From an optimization exercise on the open Yosys and OpenROAD flow, aimed at small area, a short achievable clock period and few clock cycles; shortcuts taken in it are not production practice.
Where RTL was checked, it was by simulation tests only, not by an equivalence proof against the original.
No activity file was given, so power comes from the tool's default toggle rates.

==> flow/design.v (excerpt) <==
module bgp_message_parser_unit (
   input  logic        clock,
   input  logic        reset,
   input  logic        req_tvalid,
   output logic        req_tready,
   input  logic [7:0]  req_tdata,    
   input  logic        req_tuser,    
   output logic        rsp_tvalid,
   input  logic        rsp_tready,
   output logic [55:0] rsp_tdata,    
   output logic [4:0]  rsp_tuser,    
   output logic        rsp_tlast,    
   input  logic        csr_valid,
   output logic        csr_ready,
   input  logic [1:0]  csr_index,
   input  logic [12:0] csr_data
);
   logic [12:0] limp1_ff;
   logic [5:0]  blim_ff;
   logic [7:0]  min_plen_ff;
   logic        iv_ff, iv1_ff;
   logic [7:0]  ib_ff, ib1_ff;
   logic        iu_ff, iu1_ff;
   logic [4:0]  ph_ff, ph_in;
   logic [12:0] pos_ff, pos_in;      
   logic [12:0] mrem_ff, mrem_in;    
   logic [7:0]  mtype_ff, mtype_in;
   logic [31:0] acc_ff, acc_in;
   logic [11:0] bl_ff, bl_in;        
   logic [12:0] srem_ff, srem_in;    
   logic [15:0] auxr_ff, auxr_in;    
   logic [1:0]  kidx_ff, kidx_in;    
   bmp_pkg::rec_type el_rec;           
   logic        first_end;           
   logic        st_end;              
   logic [3:0]  st0, st1;            
   logic        n1, n2;              
   logic [52:0] q0_ff;               
   logic [3:0]  q0_st;               
   logic        q0_ref;              
   logic        c1_ff, c2_ff;        
   logic go;                         
   logic rsp_fire;
   assign rsp_fire  = rsp_tvalid & rsp_tready;
   assign csr_ready = 1'b1;
   always_ff @(posedge clock) begin
      if (reset) begin
  ...
Size in the first run: ~1700 cells after synthesis, about 230 flip-flops, ~94 I/O pins.
Settings: LEC_CHECK=0, CAP_MARGIN=20, CORE_MARGIN=2, CORE_UTILIZATION=40, PLACE_DENSITY=0.75, SETUP_SLACK_MARGIN=5.0, SLEW_MARGIN=20, TNS_END_PERCENT=5; clock period 8.5 ns.
run.sh (not shown) runs the stock make flow with config.mk's settings and CLKGATE_MAP_FILE= SYNTH_SCRIPT=/design/flow/synth_recipe.tcl, a recipe that flattens the netlist after the stock synthesis.
Testbench counts at the start, summed over its fixed seeds: cycles 123,666.
Edit:
--- a/flow/design.v
+++ b/flow/design.v
@@ -274,16 +274,17 @@
       logic [11:0] bln;
       logic [12:0] sremn;
       logic [31:0] acc_sh;
       logic [31:0] acc_pf;
       logic [31:0] accx;       
       logic        clr;        
       logic [15:0] v;          
       logic        v_ge;       
+      logic        hz;         
       logic [3:0]  nb;
       logic        bl1;
       logic        lenknown;
       logic        ok;
       logic [4:0]  ph_ok;      
       logic        er;         
       logic [3:0]  er_st;
       logic        bnd;        
@@ -301,17 +302,19 @@
          2'd0:    acc_pf[31:24] = b;
          2'd1:    acc_pf[23:16] = b;
          2'd2:    acc_pf[15:8]  = b;
          default: acc_pf[7:0]   = b;
       endcase
       v  = acc_sh[15:0];
       nb = (b == 8'd0) ? 4'd0 : (b <= 8'd8) ? 4'd1 : (b <= 8'd16) ? 4'd2 :
            (b <= 8'd24) ? 4'd3 : 4'd4;
-      v_ge = (v >= {3'd0, srem_ff});
+      hz   = (acc_ff[7:0] == 8'd0);
+      v_ge = (acc_ff[7:0] > {3'd0, srem_ff[12:8]}) ||
+             (acc_ff[7:0] == {3'd0, srem_ff[12:8]} && b >= srem_ff[7:0]);
       ph_ok    = ph_ff;
       pos_in   = pos_ff + 13'd1;
       mrem_in  = mrem_ff - 13'd1;
       mtype_in = mtype_ff;
       accx     = acc_ff;
       clr      = 1'b0;
       bl_in    = bl_ff;
       srem_in  = srem_ff;
@@ -330,17 +333,17 @@
                srem_in = limp1_ff;
                clr   = 1'b1;
             end
          end
          bmp_pkg::PH_LEN: begin
             accx  = acc_sh;
             bl_in = bln;
             if (bl1) begin
-               if (v < 16'd19 || v_ge) begin
+               if ((hz && b < 8'd19) || v_ge) begin
                   er = 1'b1; er_st = bmp_pkg::ST_LENGTH;
                end else begin
                   mrem_in = v[12:0] - 13'd18;
                   ph_ok   = bmp_pkg::PH_TYPE;
                end
             end
          end
          bmp_pkg::PH_TYPE: begin
@@ -415,23 +418,23 @@
             srem_in = sremn;
             bl_in   = bln;
             if (bl1) ph_ok = bmp_pkg::PH_O_PTYPE;
          end
          bmp_pkg::PH_U_WLEN: begin
             accx  = acc_sh;
             bl_in = bln;
             if (bl1) begin
-               clr     = (v == 16'd0);
-               srem_in = (v == 16'd0) ? mrem_in : v[12:0];
+               clr     = (hz && b == 8'd0);
+               srem_in = (hz && b == 8'd0) ? mrem_in : v[12:0];
                bl_in   = 12'd2;
                if (v_ge) begin
                   er = 1'b1; er_st = bmp_pkg::ST_NLRI;
                end else begin
-                  ph_ok = (v == 16'd0) ? bmp_pkg::PH_U_ALEN : bmp_pkg::PH_U_WPLEN;
+                  ph_ok = (hz && b == 8'd0) ? bmp_pkg::PH_U_ALEN : bmp_pkg::PH_U_WPLEN;
                end
             end
          end
          bmp_pkg::PH_U_WPLEN, bmp_pkg::PH_N_PLEN: begin
             accx    = 32'd0;
             auxr_in = {8'd0, b};
             bl_in   = {8'd0, nb};
             kidx_in = 2'd0;
@@ -471,17 +474,17 @@
             accx    = acc_sh;
             bl_in   = bln;
             srem_in = sremn;
             if (bl1) begin
                srem_in = v[12:0];
                if (v_ge) begin
                   er = 1'b1; er_st = bmp_pkg::ST_NLRI;
                end else begin
-                  ph_ok = (v == 16'd0) ? bmp_pkg::PH_N_PLEN : bmp_pkg::PH_A_FLAGS;
+                  ph_ok = (hz && b == 8'd0) ? bmp_pkg::PH_N_PLEN : bmp_pkg::PH_A_FLAGS;
                end
             end
          end
          bmp_pkg::PH_A_FLAGS: begin
             srem_in = sremn;
             bl_in   = b[4] ? 12'd2 : 12'd1;
             if (srem_ff < (b[4] ? 13'd4 : 13'd3)) begin
                er = 1'b1; er_st = bmp_pkg::ST_ATTR;
@@ -499,28 +502,28 @@
             srem_in = sremn;
             accx    = acc_sh;
             bl_in   = bln;
             if (bl1) begin
                bl_in = v[11:0];
                clr   = 1'b1;
                if (v_ge) begin
                   er = 1'b1; er_st = bmp_pkg::ST_ATTR;
-               end else if (v == 16'd0) begin
+               end else if (hz && b == 8'd0) begin
                   ph_ok   = (srem_ff == 13'd1) ? bmp_pkg::PH_N_PLEN : bmp_pkg::PH_A_FLAGS;
                end else if (auxr_ff[7:0] == bmp_pkg::AT_ATOMIC) begin
                   er = 1'b1; er_st = bmp_pkg::ST_ATOMIC;
                end else begin
                   case (auxr_ff[7:0])
-                     bmp_pkg::AT_ORIGIN:  ok = (v == 16'd1);
-                     bmp_pkg::AT_AS_PATH: ok = (v != 16'd1);
+                     bmp_pkg::AT_ORIGIN:  ok = (hz && b == 8'd1);
+                     bmp_pkg::AT_AS_PATH: ok = !(hz && b == 8'd1);
                      bmp_pkg::AT_NHOP,
                      bmp_pkg::AT_MED,
-                     bmp_pkg::AT_LPREF:   ok = (v == 16'd4);
-                     bmp_pkg::AT_AGGR:    ok = (v == 16'd6);
+                     bmp_pkg::AT_LPREF:   ok = (hz && b == 8'd4);
+                     bmp_pkg::AT_AGGR:    ok = (hz && b == 8'd6);
                      default:             ok = 1'b0;
                   endcase
                   if (!ok) begin
                      er = 1'b1; er_st = bmp_pkg::ST_ATTR;
                   end else begin
                      case (auxr_ff[7:0])
                         bmp_pkg::AT_ORIGIN:  ph_ok = bmp_pkg::PH_V_ORIG;
                         bmp_pkg::AT_AS_PATH: ph_ok = bmp_pkg::PH_AS_SEG;
What happened: The new run finished clean; clock-buffer cell count came out lower by 7; routed wire length came out higher by a little under a tenth; setup slack degrades by 0.37 ns; clock power came out higher by a few percent; design area came out higher slightly; register-to-register slack degrades by 0.37 ns; die area came out higher slightly; sequential share of layout area came out lower by 0.15 points; total power came out higher by roughly a tenth; synthesized area came out higher slightly; via count came out higher slightly; sequential power came out higher by a few percent; critical path depth came out lower by 1.
Testbench counts after the change, summed over its fixed seeds: cycles 123,666.


Another version of the RTL of bgp_message_parser_unit (not shown whole).
Size in the first run: roughly 1700 cells after synthesis, about 230 flip-flops.
make LEC_CHECK=0 CAP_MARGIN=20 CORE_MARGIN=2 CORE_UTILIZATION=40 SETUP_SLACK_MARGIN=5.0 SLEW_MARGIN=20 finish   # period 8.5 ns
Then changed:
--- a/flow/design.v
+++ b/flow/design.v
@@ -386,13 +386,13 @@
          end
          bmp_pkg::PH_U_WLEN: begin
             accx  = acc_sh;
             bl_in = bln;
             if (bl1) begin
                clr     = (v == 16'd0);
-               srem_in = (v == 16'd0) ? mrem_ff - 13'd2 : v[12:0];
+               srem_in = (v == 16'd0) ? mrem_in : v[12:0];
                bl_in   = 12'd2;
                if (v_ge) begin
                   er = 1'b1; er_st = bmp_pkg::ST_NLRI;
                end else begin
                   ph_ok = (v == 16'd0) ? bmp_pkg::PH_U_ALEN : bmp_pkg::PH_U_WPLEN;
                end
@@ -415,13 +415,13 @@
                el_kind = (ph_ff == bmp_pkg::PH_U_WPLEN) ? bmp_pkg::KIND_WDRAWN :
                                                           bmp_pkg::KIND_NLRI;
                el_auxb = 1'b1;
                if (ph_ff == bmp_pkg::PH_U_WPLEN && srem_ff == 13'd1) begin
                   ph_ok   = bmp_pkg::PH_U_ALEN;
                   bl_in   = 12'd2;
-                  srem_in = mrem_ff - 13'd2;
+                  srem_in = mrem_in;
                end
             end else begin
                ph_ok = (ph_ff == bmp_pkg::PH_U_WPLEN) ? bmp_pkg::PH_U_WPFX :
                                                         bmp_pkg::PH_N_PFX;
             end
          end
@@ -433,21 +433,22 @@
             if (bl1) begin
                el      = 1'b1;
                el_kind = (ph_ff == bmp_pkg::PH_U_WPFX) ? bmp_pkg::KIND_WDRAWN :
                                                          bmp_pkg::KIND_NLRI;
                clr     = 1'b1;
                bl_in   = 12'd2;
-               if (ph_ff == bmp_pkg::PH_U_WPFX && srem_ff == 13'd1) srem_in = mrem_ff - 13'd2;
+               if (ph_ff == bmp_pkg::PH_U_WPFX && srem_ff == 13'd1) srem_in = mrem_in;
                if (ph_ff == bmp_pkg::PH_N_PFX)  ph_ok = bmp_pkg::PH_N_PLEN;
                else if (srem_ff == 13'd1)       ph_ok = bmp_pkg::PH_U_ALEN;
                else                             ph_ok = bmp_pkg::PH_U_WPLEN;
             end
          end
          bmp_pkg::PH_U_ALEN: begin
-            accx  = acc_sh;
-            bl_in = bln;
+            accx    = acc_sh;
+            bl_in   = bln;
+            srem_in = sremn;
             if (bl1) begin
                srem_in = v[12:0];
                if (v_ge) begin
                   er = 1'b1; er_st = bmp_pkg::ST_NLRI;
                end else begin
                   ph_ok = (v == 16'd0) ? bmp_pkg::PH_N_PLEN : bmp_pkg::PH_A_FLAGS;
Synthesized area rose by 0.53%.
Clock power is about the same.
Total power went up by 4.0%.
Cell area falls by 1.8%.
Die area went up by 0.52%.
Critical path depth came out lower by 2.
Testbench counts after the change, summed over its fixed seeds: cycles 123,666.
Only the layout flow was run in the first run of this note; the RTL was not checked for function there.

port drivers added, routing unchanged:
The flow's constraints put no driver on any port. The routed layouts listed below were extracted and timed again, unchanged, in two steps.
Step 1, drivers: a clkbuf_16 drives clock and a buf_2 each remaining input, both assumed.
Step 2 moves the port delays by t, midway between the first and last clock arrival at a register: inputs arrive t later, outputs are due t later. That takes back most of the time a late clock gives input paths.
Slacks: ideal ports / drivers / drivers and shift; pairs: ideal ports / drivers.
run | shift t [ns] | slack for setup (ns) | clock arrival spread, ns
the first run of note 1 | 0.624 | 4.789 / 4.789 / 4.326 | 0.014 / 0.014
the second run of note 1 | 0.611 | 4.415 / 4.415 / 4.311 | 0.028 / 0.029
the first run of note 2 | 0.623 | 4.833 / 4.833 / 4.343 | 0.029 / 0.029
the second run of note 2 | 0.619 | 4.651 / 4.651 / 4.257 | 0.030 / 0.029
After both steps every run listed still meets setup and hold. The setup slack of the first run of note 2, which loses most, moves by 0.000 ns with the drivers and by -0.490 ns with both steps.
